This is an optimization exercise on Yosys and OpenROAD, whose aim is small area, a short achievable clock period and few clock cycles per item, not a production implementation.
In this exercise RTL edits were held to simulation tests only and were not proved equivalent to the original.
Power figures rest on the tool's default switching activity, not on a simulated workload.

<file path="flow/constraint.sdc">
create_clock -name core_clock -period 6.0 [get_ports {clk}]
set_input_delay 1.2000 -clock core_clock [delete_from_list [all_inputs] [get_ports {clk}]]
set_output_delay 1.2000 -clock core_clock [all_outputs]
set_load 0.01 [all_outputs]
</file>
<file path="flow/flow/run.sh">
#!/bin/bash
# The standard layout (the standard.sh: ORFS synthesis through finish),
# with changes to how the resizer and the clock tree work:
#  - port buffers are sky130_fd_sc_hd__buf_1 instead of the cell buffer_ports
#    picks by default (a delay cell); the resizer sizes them afterwards;
#  - gate sizing may swap cells of other footprints (MATCH_CELL_FOOTPRINT=0);
#  - clock tree synthesis inserts no dummy loads.
# Every port still gets its buffer. The make output goes to flow_make.log.
set -euo pipefail
bash standard.sh \
  "BUFFER_PORTS_ARGS=-buffer_cell sky130_fd_sc_hd__buf_1" \
  MATCH_CELL_FOOTPRINT=0 \
  "CTS_ARGS=-sink_clustering_enable -repair_clock_nets -dont_use_dummy_load -buf_list sky130_fd_sc_hd__clkbuf_8" \
  finish > flow_make.log 2>&1
</file>
<file path="flow/standard.sh">
#!/bin/bash
# synth_recipe.tcl (not shown) runs the flow's synth.tcl, then flattens the netlist and writes it again
# the make line also repeats each setting of config.mk as NAME=value (left out here)
make -C /OpenROAD-flow-scripts/flow DESIGN_CONFIG=/design/flow/config.mk WORK_HOME=/design/flow/orfs CLKGATE_MAP_FILE= SYNTH_SCRIPT=/design/flow/synth_recipe.tcl "${@:-finish}"
</file>
<file path="flow/design.v">
package sqb_pkg;
  localparam int TEXTURE_SLOTS    = 32;
  localparam int VERTEX_CAPACITY  = 262144;
  localparam int INDICES_PER_QUAD = 6;
  localparam int SLOT_W           = 6;
  localparam int IDX_W            = $clog2(TEXTURE_SLOTS);
  localparam int ICOUNT_W         = 19;
  localparam int CUT_INDEX        = (VERTEX_CAPACITY / 4) * INDICES_PER_QUAD;
  localparam int CMP_STEP         = 3;
  localparam int N_CMP            = (TEXTURE_SLOTS + CMP_STEP - 1) / CMP_STEP;
  localparam int WR_STEP          = 4;
  localparam logic MODE_END = 1'b1;
endpackage
import sqb_pkg::*;
module sqb_cell
(
  input  logic [31:0] entry,
  input  logic [31:0] query,
  input  logic        en,
  output logic        match_lo,
  output logic        match_hi
);
  assign match_lo = en && (entry[15:0] == query[15:0]);
  assign match_hi = (entry[31:16] == query[31:16]);
endmodule
import sqb_pkg::*;
module sqb_tex_table
(
  input  logic              clk,
  input  logic              rst,
  input  logic [31:0]       tex,        
  input  logic              in_valid,
  input  logic              accept,     
  input  logic              is_end,     
  input  logic              cap,        
  output logic              done,       
  output logic              done_next,  
  output logic [SLOT_W-1:0] slot,       
  output logic              full_cut    
);
  logic [31:0]        ring [TEXTURE_SLOTS];
  logic [4:0]         rot;
  logic [5:0]         cnt;              
  logic [5:0]         total;            
  logic [5:0]         new_slot;         
  logic               full;             
  logic               empty;            
  logic               pend_v;
  logic [31:0]        pend;             
  logic [1:0]         lk_n;             
  logic               acc_hit;
  logic [SLOT_W-1:0]  acc_slot;
  logic [N_CMP-1:0]   m_lo;
  logic [N_CMP-1:0]   m_hi;
  logic [N_CMP-1:0]   m_lo_r;
  logic [N_CMP-1:0]   m_hi_r;
  logic [N_CMP-1:0]   m_r;
  logic               m_p;
  logic               mp_r;
  logic               cmp_v;            
  logic [SLOT_W-1:0]  slot_k [N_CMP];   
  logic               hit_r;
  logic [SLOT_W-1:0]  slot_r;
  for (genvar k = 0; k < N_CMP; k++) begin : g_cmp
    logic [4:0] addr;
    assign addr = 5'(CMP_STEP * k) + rot;
    assign slot_k[k] = {addr == 5'd0, addr};
    sqb_cell u_cell (
      .entry (ring[CMP_STEP * k]),
      .query (tex),
      .en       ({1'b0, addr} < cnt),
      .match_lo (m_lo[k]),
      .match_hi (m_hi[k])
    );
  end
  assign m_p = pend_v && (pend == tex);
  assign m_r = m_lo_r & m_hi_r;
  always_comb begin
    slot_r = mp_r ? total : '0;         
    for (int k = 0; k < N_CMP; k++) begin
      slot_r = slot_r | (m_r[k] ? slot_k[k] : '0);
    end
  end
  assign hit_r = cmp_v && ((|m_r) || mp_r);
  logic [4:0]         wpos;             
  logic [TEXTURE_SLOTS-1:0] wr;
  logic               drain;
  assign wpos = cnt[4:0] - rot - 5'd1;
  always_comb begin
    wr = '0;
    for (int p = 0; p < TEXTURE_SLOTS; p += WR_STEP) begin
      wr[p] = pend_v && (wpos == 5'(p));
    end
  end
  assign drain = |wr;
  for (genvar p = 0; p < TEXTURE_SLOTS; p++) begin : g_ring
    always_ff @(posedge clk) begin
      if (wr[p]) begin
        ring[p] <= pend;
      end else begin
        ring[p] <= ring[(p + 1) % TEXTURE_SLOTS];
      end
    end
  end
  logic               tex_zero;
  logic               f_hit;
  logic               miss;
  logic               clear;
  logic [5:0]         total_nx;
  logic [1:0]         lk_nx;
  assign tex_zero = (tex == 32'd0);
  assign done     = empty || (lk_n == 2'(CMP_STEP));
  assign f_hit    = (acc_hit || hit_r) && !cap;
  assign miss     = !tex_zero && !f_hit;
  assign full_cut = !cap && miss && full;
  assign clear    = accept && (is_end || cap || full_cut);
  always_comb begin
    if (tex_zero) begin
      slot = '0;
    end else if (f_hit) begin
      slot = hit_r ? slot_r : acc_slot;
    end else if (cap || full) begin
      slot = 6'd1;
    end else begin
      slot = new_slot;
    end
  end
  logic               grow;             
  logic               refill;           
  logic               empty_nx;
  logic               full_nx;
  logic [5:0]         new_slot_nx;
  assign grow   = accept && miss;
  assign refill = !is_end && miss;
  always_comb begin
    if (clear) begin
      total_nx    = {5'd0, refill};
      new_slot_nx = refill ? 6'd2 : 6'd1;
      empty_nx    = !refill;
      full_nx     = 1'b0;
    end else if (grow) begin
      total_nx    = new_slot;
      new_slot_nx = new_slot + 6'd1;
      empty_nx    = 1'b0;
      full_nx     = (total == 6'(TEXTURE_SLOTS - 1));
    end else begin
      total_nx    = total;
      new_slot_nx = new_slot;
      empty_nx    = empty;
      full_nx     = full;
    end
    if (accept || !in_valid) begin
      lk_nx = '0;
    end else if (lk_n != 2'(CMP_STEP)) begin
      lk_nx = lk_n + 2'd1;
    end else begin
      lk_nx = lk_n;
    end
  end
  assign done_next = empty_nx || (lk_nx == 2'(CMP_STEP));
  always_ff @(posedge clk) begin
    if (!pend_v || drain) begin
      pend <= tex;
    end
    m_lo_r <= m_lo;
    m_hi_r <= m_hi;
    mp_r <= m_p;
    if (rst) begin
      rot      <= '0;
      cnt      <= '0;
      total    <= '0;
      new_slot <= 6'd1;
      full     <= 1'b0;
      empty    <= 1'b1;
      pend_v   <= 1'b0;
      lk_n     <= '0;
      acc_hit  <= 1'b0;
      acc_slot <= '0;
      cmp_v    <= 1'b0;
    end else begin
      cmp_v    <= in_valid && !accept;
      rot      <= rot + 5'd1;
      lk_n     <= lk_nx;
      total    <= total_nx;
      new_slot <= new_slot_nx;
      full     <= full_nx;
      empty    <= empty_nx;
      if (accept || !in_valid) begin
        acc_hit <= 1'b0;
      end else if (hit_r) begin
        acc_hit  <= 1'b1;
        acc_slot <= slot_r;
      end
      if (clear) begin
        cnt    <= '0;
        pend_v <= !is_end && miss;
      end else begin
        cnt    <= cnt + {5'd0, drain};
        pend_v <= (pend_v && !drain) || grow;
      end
    end
  end
endmodule
import sqb_pkg::*;
module sprite_quad_batcher
(
  input  logic                clk,
  input  logic                rst,
  input  logic                in_valid,
  output logic                in_stall,
  input  logic                mode,
  input  logic signed [31:0]  pos_x,
  input  logic signed [31:0]  pos_y,
  input  logic signed [31:0]  pos_z,
  input  logic signed [31:0]  quad_width,
  input  logic signed [31:0]  quad_height,
  input  logic [31:0]         rgba_color,
  input  logic [31:0]         uv_corner0,
  input  logic [31:0]         uv_corner1,
  input  logic [31:0]         uv_corner2,
  input  logic [31:0]         uv_corner3,
  input  logic [31:0]         texture_name,
  output logic                out_valid,
  input  logic                out_stall,
  output logic signed [31:0]  vert_x,
  output logic signed [31:0]  vert_y,
  output logic signed [31:0]  vert_z,
  output logic [31:0]         vert_color,
  output logic [15:0]         vert_u,
  output logic [15:0]         vert_v,
  output logic [sqb_pkg::SLOT_W-1:0]   tex_slot,
  output logic                batch_cut,
  output logic [sqb_pkg::ICOUNT_W-1:0] batch_index_count,
  output logic                end_marker,
  output logic                last_of_item
);
  logic [ICOUNT_W-1:0] index_count;
  logic                r_valid;
  logic [1:0]          vtx;
  logic signed [31:0]  o_x;             
  logic signed [31:0]  o_y;             
  logic signed [31:0]  o_z;
  logic [31:0]         o_color;
  logic [31:0]         o_uv;
  logic [SLOT_W-1:0]   o_slot;
  logic                o_cut;
  logic [ICOUNT_W-1:0] o_count;
  logic                o_end;
  logic                o_last;
  logic signed [31:0]  x_w;             
  logic signed [31:0]  y_alt;           
  logic                x_c;             
  logic                y_c;
  logic                fresh;           
  logic [31:0]         uv1;
  logic [31:0]         uv2;
  logic [31:0]         uv3;
  logic                is_end;
  logic                cap_cut;
  logic                lk_done;
  logic                lk_done_nx;
  logic                ok_free;         
  logic                ok_last;         
  logic                r_valid_nx;
  logic                o_last_nx;
  logic [SLOT_W-1:0]   tab_slot;
  logic                tab_cut;
  logic                cut_now;
  logic                accept;
  logic                out_take;
  function automatic logic [16:0] add_lo(input logic [15:0] a,
                                         input logic [15:0] b);
    add_lo = {1'b0, a} + {1'b0, b};
  endfunction
  function automatic logic [31:0] add_hi_sat(input logic [15:0] a_hi,
                                             input logic [15:0] b_hi,
                                             input logic        c,
                                             input logic [15:0] s_lo);
    logic [15:0] s_hi;
    s_hi = a_hi + b_hi + {15'd0, c};
    if ((a_hi[15] == b_hi[15]) && (s_hi[15] != a_hi[15])) begin
      add_hi_sat = a_hi[15] ? 32'h8000_0000 : 32'h7FFF_FFFF;
    end else begin
      add_hi_sat = {s_hi, s_lo};
    end
  endfunction
  logic [16:0]         x_lo;
  logic [16:0]         y_lo;
  logic [31:0]         x1c;
  logic [31:0]         y1c;
  assign x_lo = add_lo(pos_x[15:0], quad_width[15:0]);
  assign y_lo = add_lo(pos_y[15:0], quad_height[15:0]);
  assign x1c  = add_hi_sat(o_x[31:16], x_w[31:16], x_c, x_w[15:0]);
  assign y1c  = add_hi_sat(o_y[31:16], y_alt[31:16], y_c, y_alt[15:0]);
  assign is_end    = (mode == MODE_END);
  assign cap_cut   = !is_end && index_count[18] && index_count[17];    
  assign cut_now   = cap_cut || tab_cut;
  assign in_stall  = !(ok_free || (ok_last && !out_stall));
  assign accept    = in_valid && !in_stall && !rst;
  assign out_valid = r_valid;
  assign out_take  = r_valid && !out_stall;
  sqb_tex_table u_table (
    .clk      (clk),
    .rst      (rst),
    .tex      (texture_name),
    .in_valid (in_valid),
    .accept   (accept),
    .is_end   (is_end),
    .cap      (cap_cut),
    .done     (lk_done),
    .done_next(lk_done_nx),
    .slot     (tab_slot),
    .full_cut (tab_cut)
  );
  always_comb begin
    r_valid_nx = r_valid;
    o_last_nx  = o_last;
    if (accept) begin
      r_valid_nx = 1'b1;
      o_last_nx  = is_end;
    end else if (out_take) begin
      r_valid_nx = !o_last;
      o_last_nx  = (vtx == 2'd2);
    end
  end
  always_ff @(posedge clk) begin
    if (rst) begin
      r_valid     <= 1'b0;
      ok_free     <= 1'b1;
      ok_last     <= 1'b0;
      fresh       <= 1'b0;
      index_count <= '0;
      vtx         <= '0;
    end else begin
      r_valid <= r_valid_nx;
      ok_free <= lk_done_nx && !r_valid_nx;
      ok_last <= lk_done_nx && r_valid_nx && o_last_nx;
      fresh   <= accept && !is_end;
      if (accept) begin
        vtx     <= '0;
        if (is_end) begin
          index_count <= '0;
        end else begin
          index_count <= cut_now ? ICOUNT_W'(INDICES_PER_QUAD) : index_count + ICOUNT_W'(INDICES_PER_QUAD);
        end
      end else if (out_take) begin
        vtx <= vtx + 2'd1;
      end
    end
  end
  always_ff @(posedge clk) begin
    o_last <= o_last_nx;
    if (accept) begin
      o_x     <= is_end ? '0 : pos_x;
      o_y     <= is_end ? '0 : pos_y;
      o_z     <= is_end ? '0 : pos_z;
      o_color <= is_end ? '0 : rgba_color;
      o_uv    <= is_end ? '0 : uv_corner0;
      o_slot  <= is_end ? '0 : tab_slot;
      o_cut   <= !is_end && cut_now;
      o_count <= (is_end || cut_now) ? index_count : '0;
      o_end   <= is_end;
      x_w     <= {quad_width[31:16], x_lo[15:0]};
      x_c     <= x_lo[16];
      y_alt   <= {quad_height[31:16], y_lo[15:0]};
      y_c     <= y_lo[16];
      uv1     <= uv_corner1;
      uv2     <= uv_corner2;
      uv3     <= uv_corner3;
    end else begin
      if (fresh) begin
        x_w <= x1c;
      end
      if (out_take) begin
        o_uv    <= uv1;
        uv1     <= uv2;
        uv2     <= uv3;
        o_cut   <= 1'b0;
        o_count <= '0;
        if (vtx == 2'd1) begin
          o_x <= x_w;
        end
      end
      if (fresh) begin
        if (out_take) begin
          o_y   <= y1c;
          y_alt <= o_y;
        end else begin
          y_alt <= y1c;
        end
      end else if (out_take && !vtx[0]) begin
        o_y   <= y_alt;
        y_alt <= o_y;
      end
    end
  end
  assign vert_x            = o_x;
  assign vert_y            = o_y;
  assign vert_z            = o_z;
  assign vert_color        = o_color;
  assign vert_u            = o_uv[31:16];
  assign vert_v            = o_uv[15:0];
  assign tex_slot          = o_slot;
  assign batch_cut         = o_cut;
  assign batch_index_count = o_count;
  assign end_marker        = o_end;
  assign last_of_item      = o_last;
endmodule
</file>
<file path="flow/config.mk">
export PLATFORM = sky130hd
export DESIGN_NAME = sprite_quad_batcher
export DESIGN_NICKNAME = sprite_quad_batcher
export VERILOG_FILES = /design/flow/design.v
export SDC_FILE = /design/flow/constraint.sdc
export NUM_CORES = 4
export LEC_CHECK = 0
export CAP_MARGIN = 20
export CORE_MARGIN = 2
export CORE_UTILIZATION = 60
export CTS_BUF_LIST = sky130_fd_sc_hd__clkbuf_8
export SETUP_SLACK_MARGIN = 3.5
export SLEW_MARGIN = 20
</file>
==> results of run 1 <==
flip-flops by register name (all words and copies together) (netlist names), 5 cells and up:
register,count
u_table.ring,1024
o_color,32
o_uv,32
o_x,32
o_y,32
o_z,32
u_table.pend,32
uv1,32
uv2,32
uv3,32
x_w,32
y_alt,32
index_count,18
o_count,18
u_table.m_hi_r,11
u_table.m_lo_r,11
o_slot,6
u_table.acc_slot,6
u_table.cnt,6
u_table.new_slot,6
u_table.total,6
u_table.rot,5
through the flow:
stage	power, uW	utilization [%]
6_report	20800	73.9
4_1_cts	20500	71.6
3_3_place_gp	13600	64.0
2_1_floorplan	12800	-
3_5_place_dp	13600	64.0
5_1_grt	21600	73.9
kinds of logic after synthesis:
kind of cell,Yosys count
xor+xnor,464
flops,1488
fa+ha+maj,128
other cells,1
compound gates,488
mux,257
simple gates,1005
buf+inv,287
power by group:
part / internal [uW] / switching [uW]
Clock: 3180 / 3350
Sequential: 10900 / 303
Combinational: 1310 / 1720
Total: 15400 / 5370
worst max-delay path by stage:
stage / start / endpoint / slack, ns / depth (start not counted)
2_1_floorplan: out_stall / o_y[0]$_DFFE_PP_ / 2.48 / 11
6_report: y_c$_DFFE_PP_ / y_alt[28]$_DFFE_PP_ / 3.08 / 9
4_1_cts: y_c$_DFFE_PP_ / y_alt[28]$_DFFE_PP_ / 3.09 / 9
5_1_grt: y_c$_DFFE_PP_ / o_y[10]$_DFFE_PP_ / 3.02 / 10
3_5_place_dp: out_stall / u_table.total[5]$_SDFFE_PP0P_ / 1.34 / 9
3_3_place_gp: out_stall / u_table.new_slot[4]$_SDFFE_PP0P_ / 1.37 / 9
per-layer routing:
metal,GRT usage (%),wire [um],part of all wire [%],vias to the layer above
met5,0,68,0.047,-
met4,11.9,4890,3.4,12
met3,7.07,11500,7.9,312
met2,49.2,68100,47,1380
met1,43.6,61000,42,16600
li1,-,-,-,15800
area by class of cell:
class	instances	area, um2
fill	5884	22100
tap	1144	1430
inverter	74	342
clock buffer	218	3000
timing repair buffer	838	5800
multi-input combinational	2359	18300
sequential	1488	33600
timing repair inverter	3	33.8
antenna	9	22.5
cell usage in the layout, fill, tap and decap left out, types with 75 or more instances in the layout:
| cell type | count |
|---|---|
| dfxtp_1 | 1094 |
| buf_1 | 363 |
| buf_6 | 100 |
| xor2_1 | 219 |
| o21ai_0 | 138 |
| buf_4 | 159 |
| mux2_2 | 195 |
| edfxtp_1 | 380 |
| nand2_1 | 441 |
| clkbuf_8 | 220 |
| clkbuf_2 | 131 |
| ha_1 | 98 |
| nor2_1 | 143 |
| nand4_1 | 75 |
| xnor2_1 | 226 |
critical path: stages, from the launching register on:
cell	delay (ns)
edfxtp_1	0.42
fa_2	0.46
a211oi_4	0.27
or3_4	0.19
nand3_4	0.08
a211oi_4	0.37
nor3_4	0.11
buf_6	0.16
or3_4	0.40
o221a_4	0.22
timing repair:
item / in CTS / in global routing
resized for setup: 577 / 345
pin swaps: 94 / 131
endpoints found under the setup margin: 1086 / 891
cloned: 29 / 11
buffers inserted: 140 / 74
==> reports/metrics.cfg, run 1 <==
[logic_synthesis]
synthMuxAreaShare_pct=5.64
synth_top_family_by_area=simple AND/OR/NAND/NOR gates
syn_inst=4118
ys.flop_type=dfxtp_1
synth_xor_area_share_pct=7.96
yosysWarnings=6
ys_types=88
synth-seq-cells=1488
yosys.area_share.simple_pct=9.16
yosysMostFrequentCell=dfxtp_1
synth_compound_area_share_pct=5.95
synth_area_leader_cell=dfxtp_1
async_flop_share_pct=0
synth-edff-count=380
ys_seq_area_share_pct=65.8
synthAdderAreaFrac_pct=3.25
synthTopCellsByArea=dfxtp_1, edfxtp_1, mux2_2
syn_avg_cell_area_um2=12.4
yosys-top-cells-count=dfxtp_1, nand2_1, edfxtp_1
synth_nets=4603
netlist_area_mm2=0.0511
netlist.area_leader.share_pct=43.4

[cts]
cts_buffers=218
cts_root_buf=clkbuf_8
clk_latency_ns=0.92
ctsHoldBuffers=0
cts.path.max_buffers=3
cts_tree=done
cts.sinks=1488
htreeDepth=4
clkTransAtPathRegs_ns=0.06

[critical_path]
cp-start-kind=register
worst_r2r_path_depth=9
worstSetupPathType=reg2reg
cp-end-kind=register
reg2reg_to=y_alt[28]$_DFFE_PP_
arrival_ns=3.51
r2r_slack_ns=3.08
r2r_start=y_c$_DFFE_PP_
cp.required_ns=6.59
critical_path_peak_fanout=6

[timing]
slew_violations=0
fin_setup_tns_ns=0
fin_worst_skew_ns=0.132
slew_headroom_pct=24.3
finalSetupViolations=0
hold_viol_final=0
rsz0062_at_grt=true
final.min_clock_period_ns=2.92
clock.fmax_mhz=343
worst_slew_pin_slew_ns=1.13
fin_ws_ns=3.08
hold_slack_ns=0.227
finalCritPeriodShare_pct=48.6

[grt]
grt_max_degree=119
first_global_vias=32300
antenna_found_initial=13
gr-total-overflow=0
track_usage_pct=31.7
grt_first_pass_wirelength_mm=204

[floorplan]
pin_count=547
die_area_mm2=0.0875
rows=107
die_y_um=296
core_mm2=0.0847
start_util_pct=60.3
die_w_um=296

[routing]
wl_per_cell_um=23.7
drt_iter0_drc=2753
viasPerCell=5.56
vias=34100
drtAntennaViolNets=0
wl_mm=146
drc_errors=0
drtPass1Iterations=5

[placement]
place_area_mm2=0.0543
dp_slack_ns=1.34
globalplace.congestion=0.898
dp_cells=5652
portBuffers=545
hpwl_mm=91.1

[min_path]
holdCritPathClass=reg2reg
min_to=u_table.ring[9][29]$_DFF_P_
min_from=u_table.ring[10][29]$_DFF_P_
min_path_cells=0

[layout]
layout.nets=5467
drive_gt1_share_pct=25.0
fin_area_mm2=0.0626
area_growth_pct=22.6
fin_cells=6133

[power_and_ir_drop]
leakagePower_uw=0.0250
vdd_drop_max_mv=0.277
power_density_mw_per_mm2=332

[run_status]
outcome=no timing/DRC/antenna violations

[run]
drv_cap=0

Testbench counts, summed over its fixed seeds: cycles 47,560, items 12,000.
==> run 2: changes to the inputs <==
--- a/flow/design.v
+++ b/flow/design.v
@@ -251,6 +251,8 @@
   logic signed [31:0]  y_alt;           
   logic                x_c;             
   logic                y_c;
+  logic [1:0]          x_gp;            
+  logic [1:0]          y_gp;
   logic                fresh;           
   logic [31:0]         uv1;
   logic [31:0]         uv2;
@@ -275,23 +277,33 @@
   function automatic logic [31:0] add_hi_sat(input logic [15:0] a_hi,
                                              input logic [15:0] b_hi,
                                              input logic        c,
-                                             input logic [15:0] s_lo);
+                                             input logic [15:0] s_lo,
+                                             input logic        g,
+                                             input logic        p);
     logic [15:0] s_hi;
+    logic        c31;
     s_hi = a_hi + b_hi + {15'd0, c};
-    if ((a_hi[15] == b_hi[15]) && (s_hi[15] != a_hi[15])) begin
+    c31  = g || (p && c);
+    if ((a_hi[15] == b_hi[15]) && (c31 != a_hi[15])) begin
       add_hi_sat = a_hi[15] ? 32'h8000_0000 : 32'h7FFF_FFFF;
     end else begin
       add_hi_sat = {s_hi, s_lo};
     end
   endfunction
+  function automatic logic [1:0] gp_hi(input logic [31:0] a,
+                                       input logic [31:0] b);
+    logic [15:0] s;
+    s = {1'b0, a[30:16]} + {1'b0, b[30:16]};
+    gp_hi = {s[15], &(a[30:16] ^ b[30:16])};
+  endfunction
   logic [16:0]         x_lo;
   logic [16:0]         y_lo;
   logic [31:0]         x1c;
   logic [31:0]         y1c;
   assign x_lo = add_lo(pos_x[15:0], quad_width[15:0]);
   assign y_lo = add_lo(pos_y[15:0], quad_height[15:0]);
-  assign x1c  = add_hi_sat(o_x[31:16], x_w[31:16], x_c, x_w[15:0]);
-  assign y1c  = add_hi_sat(o_y[31:16], y_alt[31:16], y_c, y_alt[15:0]);
+  assign x1c  = add_hi_sat(o_x[31:16], x_w[31:16], x_c, x_w[15:0], x_gp[1], x_gp[0]);
+  assign y1c  = add_hi_sat(o_y[31:16], y_alt[31:16], y_c, y_alt[15:0], y_gp[1], y_gp[0]);
   assign is_end    = (mode == MODE_END);
   assign cap_cut   = !is_end && index_count[18] && index_count[17];    
   assign cut_now   = cap_cut || tab_cut;
@@ -362,8 +374,10 @@
       o_end   <= is_end;
       x_w     <= {quad_width[31:16], x_lo[15:0]};
       x_c     <= x_lo[16];
+      x_gp    <= gp_hi(pos_x, quad_width);
       y_alt   <= {quad_height[31:16], y_lo[15:0]};
       y_c     <= y_lo[16];
+      y_gp    <= gp_hi(pos_y, quad_height);
       uv1     <= uv_corner1;
       uv2     <= uv_corner2;
       uv3     <= uv_corner3;
--- a/flow/config.mk
+++ b/flow/config.mk
@@ -9,5 +9,5 @@
 export CORE_MARGIN = 2
 export CORE_UTILIZATION = 60
 export CTS_BUF_LIST = sky130_fd_sc_hd__clkbuf_8
-export SETUP_SLACK_MARGIN = 3.5
+export SETUP_SLACK_MARGIN = 3.3
 export SLEW_MARGIN = 20
==> run 2 against run 1 <==
  * Still clean on timing, DRC and antenna
  * Register-to-register slack gained 0.09 ns
  * Design area shrank 3.0%
  * First-iteration DRC count grew 2.4%
  * Power is 2.3% lower
  * Wire length decreased by 1.7%
  * Clock power is 0.8% lower
  * Synthesized area increased by 1.5%
  * Die area rose by 1.4%
  * Via count shrank 0.85%
  * Critical path depth fell by 5
  * Global-route usage is 0.46 points lower
  * Combinational power decreased by 15%
==> reports/metrics.cfg, run 2 <==
[run_status]
outcome=no timing/DRC/antenna violations

[logic_synthesis]
synth-seq-cells=1492
ys_seq_area_share_pct=65.1
syn_inst=4215
synth_area_leader_cell=dfxtp_1
yosys-top-cells-count=dfxtp_1, nand2_1, edfxtp_1
netlist_area_mm2=0.0518
ys_types=69
synthTopCellsByArea=dfxtp_1, edfxtp_1, mux2_2
syn_avg_cell_area_um2=12.3
netlist.area_leader.share_pct=42.8
ys.flop_type=dfxtp_1
synth-edff-count=384
yosysWarnings=6
async_flop_share_pct=0
yosysMostFrequentCell=dfxtp_1
synth_nets=4730

[routing]
wl_met2_mm=66.9
drtPass1Iterations=6
wl_met3_mm=9.76
wl_mm=143
drt_iter0_drc=2820
top_layer_used=met5
wl_per_cell_um=23.4
drtAntennaViolNets=0
vias=33800
drc_errors=0
viasPerCell=5.53
met1Wirelength_mm=62.6

[layout]
largest_reg_flops=1024
layout.nets=5485
regMostFlops=u_table.ring
area_growth_pct=17.2
mostFrequentLayoutCell=dfxtp_1
fin_area_mm2=0.0608
drive_gt1_share_pct=18.5
n_fill_cell=6303
final_cell_mix=dfxtp_1, buf_1, nand2_1, edfxtp_1, mux2_2

[cts]
cts_buffers=216
clkTransAtPathRegs_ns=0.06
cts_tree=done
cts.path.max_buffers=3
cts_root_buf=clkbuf_8
cts.sinks=1492
clk_latency_ns=0.90
htreeDepth=4

[timing]
final.min_clock_period_ns=2.82
rsz0062_at_grt=true
fin_setup_tns_ns=0
finalCritPeriodShare_pct=47.1
slew_violations=0
slew_headroom_pct=26.6
hold_viol_final=0
clock.fmax_mhz=354
hold_slack_ns=0.277
worst_slew_pin_slew_ns=1.09
finalSetupViolations=0
fin_worst_skew_ns=0.0953

[floorplan]
die_w_um=298
rows=107
core_mm2=0.0854
start_util_pct=60.7
pin_count=547
die_area_mm2=0.0887
die_y_um=298

[critical_path]
critical_path_peak_fanout=2
worstSetupPathType=in2out
crit_slowest_cell=buf_6
crit_chain=buf_12 -> clkinv_16 -> a21oi_4 -> buf_6
arrival_ns=1.62
cp-end-kind=output pin
cp.required_ns=4.80
cp-start-kind=input pin
critPathMaxStageDelay_ns=0.15

[placement]
place_area_mm2=0.0553
globalplace.congestion=0.919
portBuffers=545
hpwl_mm=96.7

[power_and_ir_drop]
vdd_drop_max_mv=0.256
leakagePower_uw=0.0240
p_total_uw=20300
power_density_mw_per_mm2=334

[grt]
gr-total-overflow=0
grt_max_degree=121
first_global_vias=32600
grt_first_pass_wirelength_mm=206
track_usage_pct=31.2
antenna_found_initial=8

[min_path]
holdCritPathClass=reg2reg

[run]
drv_cap=0

-- run 2: critical path, delay by kind of cell --
family                 cells  cell delay, ns
buffers and inverters      3            0.30
AOI/OAI and AO/OA          1            0.13
-- run 2: kinds of logic (layout without fill, tap and decap cells) --
logic type	Yosys count	in the layout	synth area share [%]
other	1	6	0.00724
DFF	1492	1492	65.1
muxes	271	271	5.85
xor gates and xnor gates	473	473	7.99
AOI/OAI and AO/OA	505	506	5.74
buffers and inverters	300	1047	2.26
adders and majority gates	158	158	3.93
and+or+nand+nor	1015	1020	9.16
-- run 2: area by class of cell --
type | instances | area [um2] | area share (%)
sequential | 1492 | 33700 | 55.5
inverter | 74 | 349 | 0.575
tap | 1144 | 1430 | 2.36
antenna | 5 | 12.5 | 0.0206
timing repair buffer | 756 | 4260 | 7.01
clock buffer | 216 | 2970 | 4.89
timing repair inverter | 1 | 11.3 | 0.0185
multi-input combinational | 2429 | 18000 | 29.6
-- run 2: where the power goes --
part | total, uW | switching [uW] | leakage (uW) | internal (uW)
registers | 11200 | 299 | 0.0126 | 10900
clock network | 6480 | 3320 | 0.00155 | 3150
logic | 2580 | 1550 | 0.00986 | 1030
total | 20300 | 5170 | 0.0240 | 15100
-- run 2: path summary, 6_finish.rpt --
kind	startpoint	endpoint	slack (ns)	depth (start not counted)
max	out_stall	in_stall	3.18	4
min	u_table.ring[22][4]$_DFF_P_	u_table.ring[21][4]$_DFF_P_	0.28	0
max reg2reg	y_c$_DFFE_PP_	o_y[30]$_DFFE_PP_	3.18	13
min reg2reg	u_table.ring[22][4]$_DFF_P_	u_table.ring[21][4]$_DFF_P_	0.28	0
-- run 2: layer usage --
| layer | GRT usage, % | vias up |
|---|---|---|
| met5 | 0 | - |
| li1 | - | 15900 |
| met4 | 9.72 | 2 |
| met3 | 5.48 | 229 |
| met1 | 43.7 | 16400 |
| met2 | 49.7 | 1274 |
-- run 2: repair_timing --
item | in CTS | in global routing
pin swaps | 53 | 78
hold endpoints to repair | 0 | 0
setup buffers | 100 | 45
gates cloned | 9 | 7
hold buffers | 0 | 0
gates resized for setup | 186 | 119
endpoints found under the setup margin | 890 | 384
-- run 2: stage by stage --
stage	util (%)	std cells	worst slack, ns
finish	71.1	6117	3.18
global route	71.1	6115	3.08
CTS	70.0	6060	3.16
detailed placement	64.7	5735	1.33
global placement	64.7	5735	1.39
floorplan	-	4215	2.73
Testbench counts of run 2, summed over its fixed seeds: cycles 47,560, items 12,000.
==> run 3: changes to the inputs <==
--- a/flow/config.mk
+++ b/flow/config.mk
@@ -11,3 +11,4 @@
 export CTS_BUF_LIST = sky130_fd_sc_hd__clkbuf_8
 export SETUP_SLACK_MARGIN = 3.3
 export SLEW_MARGIN = 20
+export TNS_END_PERCENT = 20
==> run 3 against run 2 <==
  * Still clean on timing, DRC and antenna
  * Core utilization down 1.2 points
  * Count of clock-buffer cells in the layout is 2 higher
  * Register-to-register slack got worse by 0.05 ns
  * Critical path type unchanged
==> reports/metrics.cfg, run 3 <==
[run_status]
outcome=no timing/DRC/antenna violations

[logic_synthesis]
async_flop_share_pct=0
yosysWarnings=6
ys.flop_type=dfxtp_1
netlist.area_leader.share_pct=42.8
syn_inst=4215
ys_types=69
syn_avg_cell_area_um2=12.3
synth-seq-cells=1492
synth_nets=4730
ys_seq_area_share_pct=65.1
synth_area_leader_cell=dfxtp_1
netlist_area_mm2=0.0518
synthTopCellsByArea=dfxtp_1, edfxtp_1, mux2_2
yosys-top-cells-count=dfxtp_1, nand2_1, edfxtp_1
synth-edff-count=384
yosysMostFrequentCell=dfxtp_1

[timing]
clock.fmax_mhz=339
finalSetupViolations=0
worst_slew_pin_slew_ns=1.04
hold_viol_final=0
fin_worst_skew_ns=0.0640
fin_setup_tns_ns=0
slew_violations=0
fin_ws_ns=3.05
finalCritPeriodShare_pct=49.1
final.min_clock_period_ns=2.95
slew_headroom_pct=30.2
rsz0062_at_grt=true

[grt]
gr-total-overflow=0
antenna_found_initial=5
grt_first_pass_wirelength_mm=209
grt_max_degree=224
track_usage_pct=31.6
grt_busiest_layer=met2
grtUsageMet1_pct=44.3
first_global_vias=32200
gr-usage-met3_pct=5.89
gr-usage-met2_pct=50.6

[cts]
cts_tree=done
htreeDepth=4
cts.sinks=1492
clk_latency_ns=0.88
ctsHoldBuffers=0
cts_root_buf=clkbuf_8
cts_buffers=218
cts.path.max_buffers=3
clkTransAtPathRegs_ns=0.06

[routing]
drtAntennaViolNets=0
vias=33500
viasPerCell=5.55
wl_mm=144
drc_errors=0
drt_iter0_drc=2712
wl_per_cell_um=23.8
drtPass1Iterations=6

[critical_path]
cp-start-kind=input pin
r2r_slack_ns=3.13
cp-end-kind=output pin
cp.required_ns=4.80
arrival_ns=1.75
worstSetupPathType=in2out
critical_path_peak_fanout=3

[placement]
hpwl_mm=96.5
dp_slack_ns=1.31
dp_cells=5732
portBuffers=545
globalplace.congestion=0.937

[min_path]
holdCritPathClass=reg2reg

[floorplan]
die_y_um=298
core_mm2=0.0854
die_area_mm2=0.0887
pin_count=547
start_util_pct=60.7
rows=107
die_w_um=298

[power_and_ir_drop]
internal_power_uw=15100
vdd_drop_max_mv=0.260
swShare_pct=25.6
power_density_mw_per_mm2=339
net-switching-power_uw=5170
p_total_uw=20200
p_seq_share_pct=55.6
pwr-share-comb_pct=12.0
p_clk_share_pct=32.4
leakagePower_uw=0.0235

[layout]
final_cell_mix=dfxtp_1, buf_1, nand2_1, edfxtp_1, mux2_2
largest_reg_flops=1024
area_growth_pct=15.2
regMostFlops=u_table.ring
fin_cells=6043
drive_gt1_share_pct=15.7
final_core_util_pct=69.9
mostFrequentLayoutCell=dfxtp_1
layout.nets=5411

[run]
drv_cap=0

-- run 3: cell counts after synthesis --
Identical to the previous run, type by type.
-- run 3: layout make-up --
type                            count  area (um2)
Sequential cell                  1492       33700
Fill cell                        6414       25700
Multi-Input combinational cell   2430       17700
Timing Repair Buffer              679        3450
Clock buffer                      218        3000
Tap cell                         1144        1430
Inverter                           74         342
Antenna cell                        5        12.5
Timing Repair inverter              1        5.00
-- run 3: critical path, stage by stage --
cell and delay [ns]:
buf_4 0.16, clkinv_16 0.06, a21oi_4 0.15, buf_6 0.16
-- run 3: routing by layer --
metal | vias up | part of all wire (%) | wire length (um)
met3 | 221 | 6.5 | 9370
met1 | 16400 | 44 | 63400
li1 | 15700 | - | -
met2 | 1216 | 47 | 67500
met5 | - | 0.017 | 24
met4 | 4 | 2.4 | 3450
-- run 3: per-stage QoR --
stage,area [um2],hold WS (ns)
finish,59700,0.300
global route,59700,0.295
CTS,59000,0.286
detailed placement,55000,0.312
global placement,55000,0.310
floorplan,52000,0.310
-- run 3: repair_timing --
action | in CTS | in global routing
gates cloned | 11 | 3
endpoints found under the hold margin | 0 | 0
endpoints found under the setup margin | 838 | 626
pin swaps | 27 | 41
resized for setup | 106 | 99
buffers inserted | 39 | 35
-- run 3: power groups by stage --
stage	registers (uW)	logic, uW	clock network, uW
after floorplan	11400	1490	0
after global placement	11500	2180	0
after detailed placement	11500	2200	0
after CTS	11200	2290	6660
final	11300	2420	6550
after global routing	11300	2640	7060
-- run 3: kinds of logic after synthesis --
family	Yosys count	synth area share (%)
compound gates	505	5.74
xor+xnor	473	7.99
fa+ha+maj	158	3.93
buf+inv	300	2.26
flops	1492	65.1
mux	271	5.85
other cells	1	0.00724
simple gates	1015	9.16
-- run 3: final timing paths --
path,from,to,cells after the start
setup / recovery,out_stall,in_stall,4
hold / removal,u_table.ring[11][12]$_DFF_P_,u_table.ring[10][12]$_DFF_P_,0
setup reg to reg,y_alt[16]$_DFFE_PP_,o_y[30]$_DFFE_PP_,13
hold reg to reg,u_table.ring[11][12]$_DFF_P_,u_table.ring[10][12]$_DFF_P_,0
==> run 4: changes to the inputs <==
--- a/flow/config.mk
+++ b/flow/config.mk
@@ -9,6 +9,5 @@
 export CORE_MARGIN = 2
 export CORE_UTILIZATION = 60
 export CTS_BUF_LIST = sky130_fd_sc_hd__clkbuf_8
-export SETUP_SLACK_MARGIN = 3.3
+export SETUP_SLACK_MARGIN = 3.15
 export SLEW_MARGIN = 20
-export TNS_END_PERCENT = 20
==> run 4 against run 3 <==
  * Still clean
  * Design area hardly changed
  * Worst hold slack got worse by 0.012 ns
  * Synthesized cell count unchanged
  * Synthesized area is the same
  * Sequential share of layout area hardly changed
  * Critical path depth rose by 8
  * Combinational power hardly changed
  * Core utilization about the same
  * Sequential cell count is the same
  * Critical path type is now reg2reg
  * Largest cell class unchanged
  * Largest power group unchanged
  * Highest routed layer unchanged
==> reports/metrics.cfg, run 4 <==
[run_status]
outcome=no timing/DRC/antenna violations

[critical_path]
r2r_start=u_table.rot[0]$_SDFF_PP0_
worst_r2r_path_depth=12
startpoint=u_table.rot[0]$_SDFF_PP0_
path_buf_inv=3
cp_top_family=simple AND/OR/NAND/NOR gates
worstSetupPathType=reg2reg
crit_chain=inv_1 -> ha_2 -> fa_2 -> a21oi_2 -> nor2_1 -> nor2_2 -> xnor2_4 -> buf_4 -> nor2b_4 -> nand2_4 -> clkbuf_16 -> mux2_2
cp-start-kind=register
crit_slowest_cell=fa_2
cp-end-kind=register
reg2reg_to=u_table.ring[28][21]$_DFF_P_
critical_path_peak_fanout=16
cp.required_ns=6.71
critPathMaxStageDelay_ns=0.40
arrival_ns=3.62
r2r_slack_ns=3.10

[floorplan]
start_util_pct=60.7
rows=107
die_w_um=298
die_area_mm2=0.0887
die_y_um=298
pin_count=547
core_mm2=0.0854

[power_and_ir_drop]
leakagePower_uw=0.0234
power_density_mw_per_mm2=338
p_total_uw=20200
vdd_drop_max_mv=0.256

[cts]
cts_tree=done
clkTransAtPathRegs_ns=0.06
clk_latency_ns=0.89
cts.path.max_buffers=3
ctsHoldBuffers=0
cts_buffers=218
cts_root_buf=clkbuf_8
cts.sinks=1492
htreeDepth=4

[logic_synthesis]
yosysMostFrequentCell=dfxtp_1
yosysWarnings=6
netlist_area_mm2=0.0518
syn_avg_cell_area_um2=12.3
synthTopCellsByArea=dfxtp_1, edfxtp_1, mux2_2
synth_area_leader_cell=dfxtp_1
synth_compound_area_share_pct=5.74
synth-seq-cells=1492
synth_xor_area_share_pct=7.99
async_flop_share_pct=0
ys_types=69
synth_top_family_by_area=simple AND/OR/NAND/NOR gates
synth-edff-count=384
syn_inst=4215
yosys-top-cells-count=dfxtp_1, nand2_1, edfxtp_1
synthMuxAreaShare_pct=5.85
ys.flop_type=dfxtp_1
synth_nets=4730
netlist.area_leader.share_pct=42.8
yosys.area_share.simple_pct=9.16
ys_seq_area_share_pct=65.1
synthAdderAreaFrac_pct=3.93

[timing]
hold_viol_final=0
finalCritPeriodShare_pct=48.4
clock.fmax_mhz=344
fin_ws_ns=3.10
slew_violations=0
fin_setup_tns_ns=0
slew_headroom_pct=25.7
fin_worst_skew_ns=0.0983
rsz0062_at_grt=true
worst_slew_pin_slew_ns=1.10
finalSetupViolations=0
final.min_clock_period_ns=2.90

[grt]
gr-total-overflow=0
track_usage_pct=31.1
grt_first_pass_wirelength_mm=204
antenna_found_initial=13
grt_max_degree=190
first_global_vias=32100

[placement]
hpwl_mm=97.2
place_area_mm2=0.0551
portBuffers=545
globalplace.congestion=0.926
dp_slack_ns=1.46

[run]
drv_cap=0

[routing]
wl_mm=143
drc_errors=0
viasPerCell=5.56
drtPass1Iterations=8
vias=33600
drt_iter0_drc=3021
wl_per_cell_um=23.7
drtAntennaViolNets=0

[min_path]
min_to=u_table.ring[15][26]$_DFF_P_
min_from=u_table.ring[16][26]$_DFF_P_
holdCritPathClass=reg2reg
min_path_cells=0

[layout]
drive_gt1_share_pct=15.6
fin_area_mm2=0.0597
n_fill_cell=6414
final_cell_mix=dfxtp_1, buf_1, nand2_1, edfxtp_1, mux2_2
largest_reg_flops=1024
regMostFlops=u_table.ring
final_core_util_pct=69.9
mostFrequentLayoutCell=dfxtp_1
area_growth_pct=15.3
layout.nets=5406

[run 4: per-stage QoR]
step | std cells | hold slack (ns)
floorplan | 4215 | 0.310
global placement | 5734 | 0.309
detailed placement | 5734 | 0.312
CTS | 6000 | 0.280
global route | 6036 | 0.282
finish | 6041 | 0.287
[run 4: area by class of cell]
type	count	area [um2]	share of cell area, %
diodes	8	20.0	0.0335
inverters	74	333	0.557
well taps	1144	1430	2.40
flip-flops and latches	1492	33700	56.5
repair buffers	674	3370	5.64
multi-input cells	2431	17900	29.9
clock buffers	218	3000	5.02
[run 4: logic make-up (layout without fill, tap and decap cells)]
family / count (synthesis) / count (layout)
buffers and inverters: 300 / 966
XOR/XNOR: 473 / 473
other: 1 / 9
flip-flops: 1492 / 1492
AND/OR/NAND/NOR: 1015 / 1021
adder cells (fa/ha/maj): 158 / 158
AO/OA/AOI/OAI: 505 / 507
multiplexers: 271 / 271
[run 4: metal layers]
metal / track usage [%] / vias to the layer above / wire (um)
met3: 6.85 / 267 / 10900
met1: 42.5 / 16300 / 61300
li1: - / 15700 / -
met2: 49.0 / 1289 / 66000
met4: 11.4 / 10 / 4930
met5: 0 / - / 62
[run 4: worst max path at each step]
stage                                             endpoint  slack, ns  depth (start not counted)
after CTS                                         in_stall       3.13                          4
after detailed placement         u_table.cnt[3]$_SDFF_PP0_       1.46                          9
final                         u_table.ring[28][21]$_DFF_P_       3.10                         12
after global placement    u_table.new_slot[5]$_SDFFE_PP0P_       1.51                          9
after global routing                   y_alt[30]$_DFFE_PP_       3.05                         13
after floorplan                          x_w[15]$_DFFE_PP_       2.72                         10
[run 4: timing repair]
action	CTS	global route
gates resized for setup	104	85
buffers inserted	40	29
setup endpoints to repair	611	463
hold endpoints to repair	0	0
gates cloned	8	4
pin swaps	25	44
[run 4: power breakdown]
part / switching [uW] / internal [uW]
combinational: 1510 / 918
clock: 3350 / 3180
sequential: 301 / 10900
total: 5150 / 15000
==> run 5: changes to the inputs <==
--- a/flow/config.mk
+++ b/flow/config.mk
@@ -7,7 +7,7 @@
 export LEC_CHECK = 0
 export CAP_MARGIN = 20
 export CORE_MARGIN = 2
-export CORE_UTILIZATION = 60
+export CORE_UTILIZATION = 50
 export CTS_BUF_LIST = sky130_fd_sc_hd__clkbuf_8
-export SETUP_SLACK_MARGIN = 3.15
+export SETUP_SLACK_MARGIN = 3.3
 export SLEW_MARGIN = 20
==> run 5 against run 4 <==
  * Via count is 1.2% higher
  * Core utilization is 10 points lower
  * Global-route usage is 4.4 points lower
==> reports/metrics.cfg, run 5 <==
[placement]
globalplace.congestion=0.905
hpwl_mm=97.6
portBuffers=545

[floorplan]
die_area_mm2=0.106
die_y_um=326
core_mm2=0.103
pin_count=547
rows=118
die_w_um=326
start_util_pct=50.2

[layout]
mostFrequentLayoutCell=dfxtp_1
area_growth_pct=19.0
drive_gt1_share_pct=19.4
largest_reg_flops=1024
layout.nets=5508
regMostFlops=u_table.ring
final_cell_mix=dfxtp_1, buf_1, nand2_1, edfxtp_1, mux2_2
n_fill_cell=8555

[routing]
vias=34000
viasPerCell=5.33
wl_mm=148
wl_per_cell_um=23.1
drtAntennaViolNets=0
drtPass1Iterations=6
drt_iter0_drc=2796
drc_errors=0

[min_path]
min_from=u_table.ring[16][13]$_DFF_P_
min_path_cells=0
holdCritPathClass=reg2reg
min_to=u_table.ring[15][13]$_DFF_P_

[grt]
antenna_found_initial=14
grt_first_pass_wirelength_mm=212
track_usage_pct=26.7
gr-total-overflow=0
first_global_vias=33100
grt_max_degree=109

[logic_synthesis]
synth_nets=4730
ys.flop_type=dfxtp_1
yosys-top-cells-count=dfxtp_1, nand2_1, edfxtp_1
syn_avg_cell_area_um2=12.3
ys_types=69
synth_top_family_by_area=simple AND/OR/NAND/NOR gates
netlist_area_mm2=0.0518
synth_area_leader_cell=dfxtp_1
synthTopCellsByArea=dfxtp_1, edfxtp_1, mux2_2
synth_compound_area_share_pct=5.74
syn_inst=4215
synthAdderAreaFrac_pct=3.93
yosysWarnings=6
async_flop_share_pct=0
synth-edff-count=384
netlist.area_leader.share_pct=42.8
synth-seq-cells=1492
synthMuxAreaShare_pct=5.85
ys_seq_area_share_pct=65.1
yosys.area_share.simple_pct=9.16
synth_xor_area_share_pct=7.99
yosysMostFrequentCell=dfxtp_1

[cts]
htreeDepth=4
clk_latency_ns=0.89
cts_tree=done
cts.path.max_buffers=3
clkTransAtPathRegs_ns=0.06
ctsHoldBuffers=0
cts_root_buf=clkbuf_8
cts_buffers=225
cts.sinks=1492

[critical_path]
r2r_slack_ns=3.17
critical_path_peak_fanout=2
worstSetupPathType=reg2out
cp-end-kind=output pin
reg2reg_to=o_y[26]$_DFFE_PP_
worst_r2r_path_depth=13
cp-start-kind=register
arrival_ns=1.65
cp.required_ns=4.80
r2r_start=o_y[16]$_DFFE_PP_

[timing]
clock.fmax_mhz=351
final.min_clock_period_ns=2.85
fin_worst_skew_ns=0.0957
hold_viol_final=0
finalCritPeriodShare_pct=47.5
worst_slew_pin_slew_ns=1.03
fin_setup_tns_ns=0
hold_slack_ns=0.269
slew_violations=0
slew_headroom_pct=30.6
rsz0062_at_grt=true
finalSetupViolations=0

[power_and_ir_drop]
p_clk_share_pct=32.3
p_seq_share_pct=54.5
internal_power_uw=15300
leakagePower_uw=0.0244
swShare_pct=25.7
vdd_drop_max_mv=0.221
pwr-share-comb_pct=13.2
net-switching-power_uw=5310
p_total_uw=20600
power_density_mw_per_mm2=335

[run]
drv_cap=0

[run_status]
outcome=no timing/DRC/antenna violations

[run 5: cell counts after synthesis]
No cell type changed its count.
[run 5: power by group through the flow]
stage / Clock [uW] / Combinational, uW / Sequential (uW)
after floorplan: 0 / 1520 / 11400
final: 6670 / 2730 / 11200
after CTS: 6810 / 2530 / 11200
after detailed placement: 0 / 2250 / 11500
after global placement: 0 / 2230 / 11500
after global routing: 7210 / 2970 / 11300
[run 5: critical path, stage by stage, from the launching register on]
cell      delay, ns
edfxtp_1       0.43
buf_4          0.16
buf_6          0.11
buf_6          0.11
[run 5: cell type report]
| class | count | area, um2 | share of cell area [%] |
|---|---|---|---|
| Timing Repair Buffer | 769 | 4570 | 7.41 |
| Inverter | 74 | 350 | 0.568 |
| Timing Repair inverter | 1 | 11.3 | 0.0183 |
| Antenna cell | 10 | 25.0 | 0.0406 |
| Sequential cell | 1492 | 33700 | 54.7 |
| Tap cell | 1380 | 1730 | 2.80 |
| Clock buffer | 225 | 3100 | 5.02 |
| Multi-Input combinational cell | 2430 | 18200 | 29.4 |
[run 5: worst max-delay path by stage]
stage | start | end | slack [ns] | cells after the start
after floorplan | out_stall | o_y[0]$_DFFE_PP_ | 2.73 | 8
after global placement | out_stall | o_y[0]$_DFFE_PP_ | 1.26 | 8
after detailed placement | out_stall | uv1[20]$_DFFE_PP_ | 1.27 | 7
after CTS | o_count[1]$_SDFFCE_PN0P_ | batch_index_count[1] | 3.15 | 1
after global routing | o_y[16]$_DFFE_PP_ | o_y[30]$_DFFE_PP_ | 3.08 | 13
final | o_y[16]$_DFFE_PP_ | vert_y[16] | 3.15 | 3
[run 5: through the flow]
| step | area [um2] | setup slack, ns | std cells | utilization [%] |
|---|---|---|---|---|
| floorplan | 52500 | 2.73 | 4215 | - |
| global placement | 55500 | 1.26 | 5969 | 53.8 |
| detailed placement | 55600 | 1.27 | 5971 | 53.9 |
| CTS | 60500 | 3.15 | 6317 | 58.7 |
| global route | 61700 | 3.08 | 6377 | 59.7 |
| finish | 61700 | 3.15 | 6381 | 59.7 |
[run 5: cells by family (layout without fill, tap and decap cells)]
group,count (synthesis),in the layout
multiplexers,271,271
XOR/XNOR,473,473
buffers and inverters,300,1069
flip-flops,1492,1492
AND/OR/NAND/NOR,1015,1021
other,1,11
AO/OA/AOI/OAI,505,506
adder cells (fa/ha/maj),158,158
[run 5: repair_timing]
| item | 4_1_cts | 5_1_grt |
|---|---|---|
| gates resized for setup | 227 | 136 |
| endpoints found under the setup margin | 934 | 334 |
| setup buffers | 100 | 47 |
| pin swaps | 46 | 72 |
| gates cloned | 21 | 7 |
[run 5: layer usage]
| layer | part of all wire, % | track usage, % | vias up |
|---|---|---|---|
| li1 | - | - | 15900 |
| met3 | 6.1 | 4.82 | 234 |
| met2 | 47 | 43.5 | 1185 |
| met4 | 2.2 | 7.26 | 6 |
| met1 | 44 | 36.8 | 16700 |
| met5 | 0.028 | 0 | - |
==> run 6: changes to the inputs <==
--- a/flow/config.mk
+++ b/flow/config.mk
@@ -7,7 +7,8 @@
 export LEC_CHECK = 0
 export CAP_MARGIN = 20
 export CORE_MARGIN = 2
-export CORE_UTILIZATION = 50
+export CORE_UTILIZATION = 60
 export CTS_BUF_LIST = sky130_fd_sc_hd__clkbuf_8
+export PLACE_DENSITY = 0.75
 export SETUP_SLACK_MARGIN = 3.3
 export SLEW_MARGIN = 20
==> run 6 against run 5 <==
  * Worst hold slack lost 0.025 ns
  * Critical path depth grew 10
  * Clock power shrank 2%
  * Die area shrank 16%
  * Sequential power is essentially flat
==> reports/metrics.cfg, run 6 <==
[logic_synthesis]
netlist.area_leader.share_pct=42.8
synthTopCellsByArea=dfxtp_1, edfxtp_1, mux2_2
async_flop_share_pct=0
synth-seq-cells=1492
syn_inst=4215
synth_nets=4730
ys_seq_area_share_pct=65.1
yosysMostFrequentCell=dfxtp_1
ys.flop_type=dfxtp_1
yosysWarnings=6
yosys-top-cells-count=dfxtp_1, nand2_1, edfxtp_1
syn_avg_cell_area_um2=12.3
synth-edff-count=384
netlist_area_mm2=0.0518
ys_types=69
synth_area_leader_cell=dfxtp_1

[timing]
worst_slew_pin_slew_ns=0.947
fin_worst_skew_ns=0.139
finalSetupViolations=0
fin_setup_tns_ns=0
rsz0062_at_grt=true
clock.fmax_mhz=351
final.min_clock_period_ns=2.85
slew_headroom_pct=36.3
hold_viol_final=0
finalCritPeriodShare_pct=47.5
slew_violations=0

[critical_path]
r2r_start=y_c$_DFFE_PP_
worstSetupPathType=reg2reg
worst_r2r_path_depth=13
arrival_ns=3.53
cp-start-kind=register
critical_path_peak_fanout=3
startpoint=y_c$_DFFE_PP_
reg2reg_to=o_y[30]$_DFFE_PP_
cp.required_ns=6.68
cp-endpoint=o_y[30]$_DFFE_PP_
r2r_slack_ns=3.15
cp-end-kind=register

[placement]
hpwl_mm=95.1
portBuffers=545
globalplace.congestion=0.967

[power_and_ir_drop]
power_density_mw_per_mm2=332
net-switching-power_uw=5210
internal_power_uw=15200
leakagePower_uw=0.0244
pwr-share-comb_pct=12.8
p_clk_share_pct=32.0
vdd_drop_max_mv=0.267
p_total_uw=20400
p_seq_share_pct=55.1
swShare_pct=25.5

[cts]
ctsHoldBuffers=0
cts_root_buf=clkbuf_8
cts.sinks=1492
cts_buffers=219
cts.path.max_buffers=3
htreeDepth=4
clk_latency_ns=0.91
clkTransAtPathRegs_ns=0.06
cts_tree=done

[run]
drv_cap=0

[layout]
n_fill_cell=5930
mostFrequentLayoutCell=dfxtp_1
area_growth_pct=18.6
regMostFlops=u_table.ring
drive_gt1_share_pct=18.6
final_cell_mix=dfxtp_1, buf_1, nand2_1, edfxtp_1, xnor2_1
largest_reg_flops=1024
layout.nets=5486

[grt]
grt_first_pass_wirelength_mm=206
antenna_found_initial=13
first_global_vias=33400
gr-total-overflow=0
grt_max_degree=116
track_usage_pct=30.9

[floorplan]
die_y_um=298
start_util_pct=60.7
rows=107
pin_count=547
die_w_um=298
core_mm2=0.0854
die_area_mm2=0.0887

[min_path]
min_from=u_table.ring[0][8]$_DFF_P_
holdCritPathClass=reg2reg

[routing]
drt_iter0_drc=3157
viasPerCell=5.66
drc_errors=0
drtAntennaViolNets=0
vias=34700
wl_per_cell_um=23.8
drtPass1Iterations=6
wl_mm=146

[run_status]
outcome=no timing/DRC/antenna violations

run 6: cell counts after synthesis:
No cell type changed its count.
run 6: cell families (layout without fill, tap and decap cells):
group,Yosys count,after routing,share of synthesized area [%]
flip-flops,1492,1492,65.1
AND/OR/NAND/NOR,1015,1019,9.16
AO/OA/AOI/OAI,505,506,5.74
XOR/XNOR,473,473,7.99
buffers and inverters,300,1049,2.26
multiplexers,271,271,5.85
adder cells (fa/ha/maj),158,158,3.93
other,1,12,0.00724
run 6: cell type report:
cell class                      count  area (um2)  area share [%]
Timing Repair Buffer              754        4570            7.43
Multi-Input combinational cell   2428       18300            29.8
Sequential cell                  1492       33700            54.9
Antenna cell                       11        27.5          0.0448
Timing Repair inverter              2        22.5          0.0366
Inverter                           74         350           0.570
Clock buffer                      219        3010            4.90
Tap cell                         1144        1430            2.33
run 6: repair_timing:
item / in CTS / in global routing
endpoints found under the hold margin: 0 / 0
pin swaps: 36 / 57
resized for setup: 187 / 228
endpoints found under the setup margin: 853 / 508
cloned: 9 / 16
buffers inserted: 96 / 40
run 6: worst min path at each step:
stage,to,depth (start not counted)
floorplan,u_table.ring[10][0]$_DFF_P_,0
global placement,u_table.ring[13][27]$_DFF_P_,0
detailed placement,u_table.ring[27][11]$_DFF_P_,0
CTS,u_table.ring[13][17]$_DFF_P_,0
global route,u_table.ring[31][8]$_DFF_P_,0
finish,u_table.ring[31][8]$_DFF_P_,0
run 6: worst max-delay path: stages (launching register included):
cell      delay, ns
edfxtp_1       0.42
inv_2          0.08
fa_2           0.20
inv_2          0.04
fa_2           0.36
a21o_1         0.21
a21oi_4        0.22
o21ai_4        0.09
a311oi_2       0.26
nor3_2         0.09
a31o_2         0.26
xor2_1         0.14
nand2_1        0.12
a211oi_2       0.22
run 6: power groups by stage:
stage	clock [uW]	sequential [uW]	combinational, uW
6_report	6540	11200	2620
5_1_grt	7050	11300	2840
4_1_cts	6620	11200	2440
3_5_place_dp	0	11500	2230
3_3_place_gp	0	11400	2180
2_1_floorplan	0	11400	1520
run 6: metal layers:
layer	GRT usage [%]	vias to the layer above	share of wire, %
li1	-	15900	-
met1	41.6	16900	40
met2	49.0	1543	46
met3	6.40	343	8.2
met4	12.9	10	5.0
met5	0	-	0.042
run 6: per-stage QoR:
step           hold WS, ns  area [um2]  cells  utilization, %  setup WS, ns
2_1_floorplan        0.310       52500   4215               -          2.73
3_3_place_gp         0.310       55200   5731            64.7          1.36
3_5_place_dp         0.312       55300   5732            64.7          1.29
4_1_cts              0.239       59800   6056            70.0          3.17
5_1_grt              0.242       61500   6120            72.0          3.03
6_report             0.244       61500   6124            72.0          3.15
==> run 7: changes to the inputs <==
==> flow/flow/run.sh (replaced) <==
#!/bin/bash
# The standard layout (the standard.sh: ORFS synthesis through finish),
# with changes to how the resizer and the clock tree work:
#  - port buffers are sky130_fd_sc_hd__buf_1 instead of the cell buffer_ports
#    picks by default (a delay cell); the resizer sizes them afterwards;
#  - gate sizing may swap cells of other footprints (MATCH_CELL_FOOTPRINT=0);
#  - clock tree synthesis inserts no dummy loads, and drives the register
#    clusters with clkbuf_4 (clkbuf_8 above them).
# Every port still gets its buffer. The make output goes to flow_make.log.
set -euo pipefail
bash standard.sh \
  "BUFFER_PORTS_ARGS=-buffer_cell sky130_fd_sc_hd__buf_1" \
  MATCH_CELL_FOOTPRINT=0 \
  "CTS_ARGS=-sink_clustering_enable -repair_clock_nets -dont_use_dummy_load -buf_list {sky130_fd_sc_hd__clkbuf_4 sky130_fd_sc_hd__clkbuf_8} -root_buf sky130_fd_sc_hd__clkbuf_8 -sink_clustering_buffer sky130_fd_sc_hd__clkbuf_4" \
  finish > flow_make.log 2>&1
--- a/flow/config.mk
+++ b/flow/config.mk
@@ -9,6 +9,5 @@
 export CORE_MARGIN = 2
 export CORE_UTILIZATION = 60
 export CTS_BUF_LIST = sky130_fd_sc_hd__clkbuf_8
-export PLACE_DENSITY = 0.75
 export SETUP_SLACK_MARGIN = 3.3
 export SLEW_MARGIN = 20
==> run 7 against run 6 <==
  * Still clean
  * Synthesized area stayed put
  * Die area stayed put
  * Worst hold slack better by 0.041 ns
  * Combinational power is 2% higher
  * Clock skew is 0.054 ns lower
  * Largest power group unchanged
==> reports/metrics.cfg, run 7 <==
[layout]
mostFrequentLayoutCell=dfxtp_1
largest_reg_flops=1024
fin_cells=6305
area_growth_pct=18.4
layout.nets=5674
regMostFlops=u_table.ring
fin_area_mm2=0.0614
drive_gt1_share_pct=22.3
final_cell_mix=dfxtp_1, buf_1, nand2_1, edfxtp_1, clkbuf_4

[logic_synthesis]
synth-seq-cells=1492
netlist.area_leader.share_pct=42.8
syn_avg_cell_area_um2=12.3
synthTopCellsByArea=dfxtp_1, edfxtp_1, mux2_2
ys.flop_type=dfxtp_1
ys_types=69
async_flop_share_pct=0
synth_area_leader_cell=dfxtp_1
syn_inst=4215
netlist_area_mm2=0.0518
ys_seq_area_share_pct=65.1
yosysMostFrequentCell=dfxtp_1
synth-edff-count=384
synth_nets=4730
yosys-top-cells-count=dfxtp_1, nand2_1, edfxtp_1
yosysWarnings=6

[critical_path]
r2r_start=o_x[16]$_DFFE_PP_
cp.required_ns=4.80
startpoint=o_x[16]$_DFFE_PP_
cp-start-kind=register
reg2reg_to=x_w[28]$_DFFE_PP_
critical_path_peak_fanout=2
r2r_slack_ns=3.16
worst_r2r_path_depth=15
cp-end-kind=output pin
worstSetupPathType=reg2out
arrival_ns=1.70

[grt]
antenna_found_initial=7
gr-total-overflow=0
grt_first_pass_wirelength_mm=209
track_usage_pct=31.6
first_global_vias=34100
grt_max_degree=121

[power_and_ir_drop]
leakagePower_uw=0.0247
vdd_drop_max_mv=0.244
power_density_mw_per_mm2=335
p_total_uw=20500

[cts]
clk_latency_ns=0.96
cts.path.max_buffers=4
ctsHoldBuffers=0
clkTransAtPathRegs_ns=0.07
cts_tree=done
cts.sinks=1492
htreeDepth=5
cts_root_buf=clkbuf_8
cts_buffers=371

[timing]
rsz0062_at_grt=true
final.min_clock_period_ns=2.90
hold_viol_final=0
slew_headroom_pct=22.2
finalCritPeriodShare_pct=48.3
clock.fmax_mhz=345
worst_slew_pin_slew_ns=1.16
fin_worst_skew_ns=0.0856
fin_setup_tns_ns=0
slew_violations=0
finalSetupViolations=0

[min_path]
min_to=u_table.ring[30][10]$_DFF_P_
min_from=u_table.ring[31][10]$_DFF_P_
min_path_cells=0
holdCritPathClass=reg2reg

[routing]
viasPerCell=5.53
wl_mm=148
drtAntennaViolNets=0
drc_errors=0
wl_per_cell_um=23.5
drtPass1Iterations=5
vias=34900
drt_iter0_drc=2818

[run]
drv_cap=0

[placement]
dp_cells=5735
globalplace.congestion=0.919
portBuffers=545
place_area_mm2=0.0553
hpwl_mm=96.7

[floorplan]
pin_count=547
core_mm2=0.0854
start_util_pct=60.7
rows=107
die_y_um=298
die_w_um=298
die_area_mm2=0.0887

[run_status]
outcome=no timing/DRC/antenna violations

run 7: cell types whose count changed in the layout (fill, tap and decap cells not counted), moves of 6 or more:
cell,before,now
clkbuf_4,0,323
clkbuf_8,219,49
mux2_2,193,254
mux2_4,63,2
buf_4,147,194
buf_1,493,451
clkbuf_2,34,61
buf_12,34,18
buf_2,3,10
diode_2,11,4
a21oi_1,147,141
a21oi_2,17,23
buf_6,23,29
run 7: kinds of logic after synthesis:
kind of cell	synth area share (%)
muxes	5.85
other	0.00724
AOI/OAI and AO/OA	5.74
xor gates and xnor gates	7.99
adders and majority gates	3.93
buffers and inverters	2.26
DFF	65.1
and+or+nand+nor	9.16
run 7: power breakdown:
part | switching [uW] | leakage (uW) | internal [uW]
logic | 1580 | 0.0103 | 1080
clock network | 3460 | 0.00183 | 3180
registers | 293 | 0.0126 | 10900
total | 5340 | 0.0247 | 15200
run 7: how the worst max path moves through the flow:
stage / endpoint / cells after the start
5_1_grt: x_w[28]$_DFFE_PP_ / 15
6_report: vert_x[16] / 3
2_1_floorplan: o_y[0]$_DFFE_PP_ / 8
3_3_place_gp: o_y[20]$_DFFE_PP_ / 8
4_1_cts: batch_cut / 1
3_5_place_dp: o_y[21]$_DFFE_PP_ / 8
run 7: cell type report:
class,count,area [um2]
antenna,4,10.0
clock buffer,371,3090
fill,6291,24000
inverter,74,349
multi-input combinational,2430,18000
sequential,1492,33700
tap,1144,1430
timing repair buffer,789,4770
timing repair inverter,1,11.3
run 7: per-layer routing:
metal / share of wire (%) / GRT usage [%] / vias up / routed length, um
li1: - / - / 16300 / -
met1: 43 / 43.7 / 16900 / 63600
met2: 47 / 49.8 / 1434 / 69300
met3: 7.6 / 6.18 / 222 / 11200
met4: 2.8 / 11.2 / 0 / 4220
met5: 0 / 0 / - / 0
run 7: what timing repair did:
| action | in CTS | in global routing |
|---|---|---|
| buffers inserted | 110 | 58 |
| cloned | 10 | 17 |
| resized for setup | 256 | 135 |
| hold endpoints to repair | 0 | 0 |
| endpoints found under the setup margin | 927 | 567 |
| pin swaps | 37 | 61 |
run 7: stage by stage:
stage / setup WS, ns / utilization (%) / hold slack [ns]
floorplan: 2.73 / - / 0.310
global placement: 1.39 / 64.7 / 0.310
detailed placement: 1.33 / 64.7 / 0.312
CTS: 3.08 / 70.3 / 0.289
global route: 3.00 / 71.9 / 0.295
finish: 3.10 / 71.9 / 0.285
run 7: worst max-delay path: stages, from the launching register on:
cell      delay (ns)
edfxtp_1        0.42
buf_6           0.14
buf_6           0.11
buf_6           0.11

-- port drivers added, routing unchanged --
In the flow no input, the clock included, has a driving cell. The finished layouts below were timed again as built, in two steps.
Step 1 sets driving cells, clkbuf_16 on the clock port and buf_2 on the other inputs (assumed; they add their load-dependent delay and slew).
Step 2 times the ports against the registers' clock, not the clock port: input delays grow and output delays shrink by t, the midpoint of the rising clock arrivals with the driver on.
a / b / c = ideal ports / drivers / drivers and shift; a / b = the first two.
run	t, ns	setup WS [ns]	worst setup path at the end	worst data-port slew with drivers (ns)
run 1	0.925	3.083 / 3.041 / 2.494	input to register	0.12
run 2	0.917	3.176 / 3.048 / 2.239	input to register	0.13
run 3	0.908	3.051 / 2.963 / 2.193	input to register	0.12
run 4	0.897	3.095 / 3.001 / 2.176	input to register	0.18
run 5	0.904	3.153 / 3.048 / 2.384	input to register	0.13
run 6	0.903	3.150 / 3.038 / 2.383	input to register	0.13
run 7	0.972	3.101 / 3.040 / 2.221	input to register	0.13
After both steps every run listed still meets setup and hold. The setup slack of run 2, which loses most, moves by -0.128 ns with the drivers and by -0.937 ns with both steps.
